This is an optimization exercise on Yosys and OpenROAD, whose aim is small area, not a production implementation. The RTL was checked by simulation tests, not by an equivalence proof against the original design.

Setup of old:
Design convPoolTop, start of the top module:
module convPoolTop (
    input  logic        clk,
    input  logic        rst,
    input  logic        pixValid,
    input  logic [7:0]  pix,
    input  logic        coefWrite,
    input  logic [3:0]  coefAddr,
    input  logic [15:0] coefData,
    output logic        poolValid,
    output logic [20:0] pool
);
Size in the first run: ~3000 cells after synthesis, ~330 flip-flops, ~29000 sq um of cells after synthesis.
Settings: LEC_CHECK=0, CAP_MARGIN=20, CORE_MARGIN=2, CORE_UTILIZATION=40, SLEW_MARGIN=20; clock period 7.5 ns.
run.sh (not shown) runs the stock make flow with config.mk's settings and CLKGATE_MAP_FILE= SYNTH_SCRIPT=/design/flow/synth_recipe.tcl, a recipe that flattens the netlist after the stock synthesis.
No stage failed in old, and the final checks on the layout all came back clean.
What new does differently from old at the input level:
Settings: CTS_BUF_LIST: unset -> sky130_fd_sc_hd__clkbuf_4; ABC_AREA: unset -> 1.
Notes after the runs:
- old and new all finish clean.
- new vs. old: final worst hold slack has decreased; achievable frequency did not really move; number of cells on the worst reg-to-reg path higher.
- Highest net fanout along the worst path in new is 3 below old.
- Compared with old, new shows a lower overall routed net length.

---

convPoolTop, a different RTL version from the one above (not shown whole).
Size: about 2,000 cells after synthesis, ~0.023 mm2 of cells after synthesis.
Design convPoolTop, start of the top module:
module convPoolTop (
    input  logic        clk,
    input  logic        rst,
    input  logic        pixValid,
    input  logic [7:0]  pix,
    input  logic        coefWrite,
    input  logic [3:0]  coefAddr,
    input  logic [15:0] coefData,
    output logic        poolValid,
    output logic [20:0] pool
);
==> flow/config.mk <==
export PLATFORM = sky130hd
export DESIGN_NAME = convPoolTop
export DESIGN_NICKNAME = convPoolTop
export VERILOG_FILES = /design/flow/design.v
export SDC_FILE = /design/flow/constraint.sdc
export NUM_CORES = 4
export LEC_CHECK = 0
export ABC_AREA = 1
export CAP_MARGIN = 20
export CORE_MARGIN = 2
export CORE_UTILIZATION = 75
export CTS_BUF_LIST = sky130_fd_sc_hd__clkbuf_16
export CTS_CLUSTER_DIAMETER = 100
export CTS_CLUSTER_SIZE = 30
export PLACE_DENSITY = 0.85
export SLEW_MARGIN = 20
==> flow/constraint.sdc <==
create_clock -name core_clock -period 7.5 [get_ports {clk}]
set_input_delay 1.5000 -clock core_clock [delete_from_list [all_inputs] [get_ports {clk}]]
set_output_delay 1.5000 -clock core_clock [all_outputs]
set_load 0.01 [all_outputs]
standard.sh (not shown) runs the stock make flow with config.mk's settings and CLKGATE_MAP_FILE= SYNTH_SCRIPT=/design/flow/synth_recipe.tcl, a recipe that flattens the netlist after the stock synthesis.
==> flow/flow/run.sh <==
#!/bin/bash
# Standard synthesis, then the combinational logic mapped again for area
# (flip-flops kept as synthesis made them), then the standard layout.
set -euo pipefail
R=orfs/results/${FLOW_PLATFORM}/convPoolTop/base
LIB=${FLOW_HOME}/platforms/${FLOW_PLATFORM}/lib/sky130_fd_sc_hd__tt_025C_1v80.lib
bash standard.sh synth > synth.log 2>&1
cp $R/1_2_yosys.v std_1_2_yosys.v
python3 flow/netopt.py $LIB std_1_2_yosys.v opt.v > netopt.log 2>&1
DU=""
for c in $(cat flow/dont_use.txt); do DU="$DU -dont_use $c"; done
cat > remap.ys <<EOS
read_liberty -lib $LIB
read_verilog opt.v
hierarchy -top ${FLOW_TOP}
proc; opt_clean
techmap
opt -fast
abc -liberty $LIB $DU -script flow/remap.abc
opt_clean -purge
hilomap -singleton -hicell sky130_fd_sc_hd__conb_1 HI -locell sky130_fd_sc_hd__conb_1 LO
splitnets
opt_clean -purge
insbuf -buf sky130_fd_sc_hd__buf_4 A X
write_verilog -noattr -noexpr -nohex -nodec remap.v
stat -liberty $LIB
EOS
yosys -s remap.ys > remap.log 2>&1
cp remap.v $R/1_2_yosys.v
rm -f $R/1_synth.odb $R/1_synth.sdc
bash standard.sh "BUFFER_PORTS_ARGS=-buffer_cell sky130_fd_sc_hd__buf_1" "CTS_ARGS=-sink_clustering_enable -repair_clock_nets -dont_use_dummy_load -sink_clustering_size 28 -sink_clustering_max_diameter 100 -buf_list sky130_fd_sc_hd__clkbuf_16" finish > layout.log 2>&1
Other scripts of this flow, unchanged in this note and not shown: flow/flow/dont_use.txt, flow/flow/netopt.py, flow/flow/remap.abc
The first run passed the timing, design-rule and antenna checks.
Rerun with:
--- a/flow/config.mk
+++ b/flow/config.mk
@@ -9,8 +9,8 @@
 export CAP_MARGIN = 20
 export CORE_MARGIN = 2
-export CORE_UTILIZATION = 75
+export CORE_UTILIZATION = 65
 export CTS_BUF_LIST = sky130_fd_sc_hd__clkbuf_16
 export CTS_CLUSTER_DIAMETER = 100
 export CTS_CLUSTER_SIZE = 30
-export PLACE_DENSITY = 0.85
+export PLACE_DENSITY = 0.75
 export SLEW_MARGIN = 20
Result:
- worst hold slack improved by 0.017 ns
- via count went down by 3.4%
- synthesized area is unchanged
- non-clock buffer count rose by 4
- first-iteration DRC count drops by 20%

-- what the ideal ports hide --
How much do the figures lean on ideal ports? The routed layouts below were timed once more, with nothing changed but the port constraints. Step 1, drivers: a clkbuf_16 drives clk and a buf_2 each remaining input, both assumed. Step 2 adds t to the input delays and takes it off the output delays; t is the mean of the earliest and latest rising clock arrival at the registers after step 1. Input paths then give back, and output paths get back, about the clock's delay inside the block. Three values: no drivers, after step 1, after step 2; two values: the first two.
| run | t (ns) | setup WS [ns] | worst setup path after step 2 | worst data-port slew with drivers (ns) |
|---|---|---|---|---|
| old | 0.647 | 0.348 / 0.348 / 0.348 | register to register | 0.04 |
| new | 0.921 | 0.344 / 0.344 / 0.344 | register to register | 0.04 |
| the first run of note 2 | 0.564 | 0.442 / 0.442 / 0.442 | register to register | 0.03 |
| the second run of note 2 | 0.570 | 0.518 / 0.518 / 0.518 | register to register | 0.06 |
After both steps setup and hold are still met in every run listed.
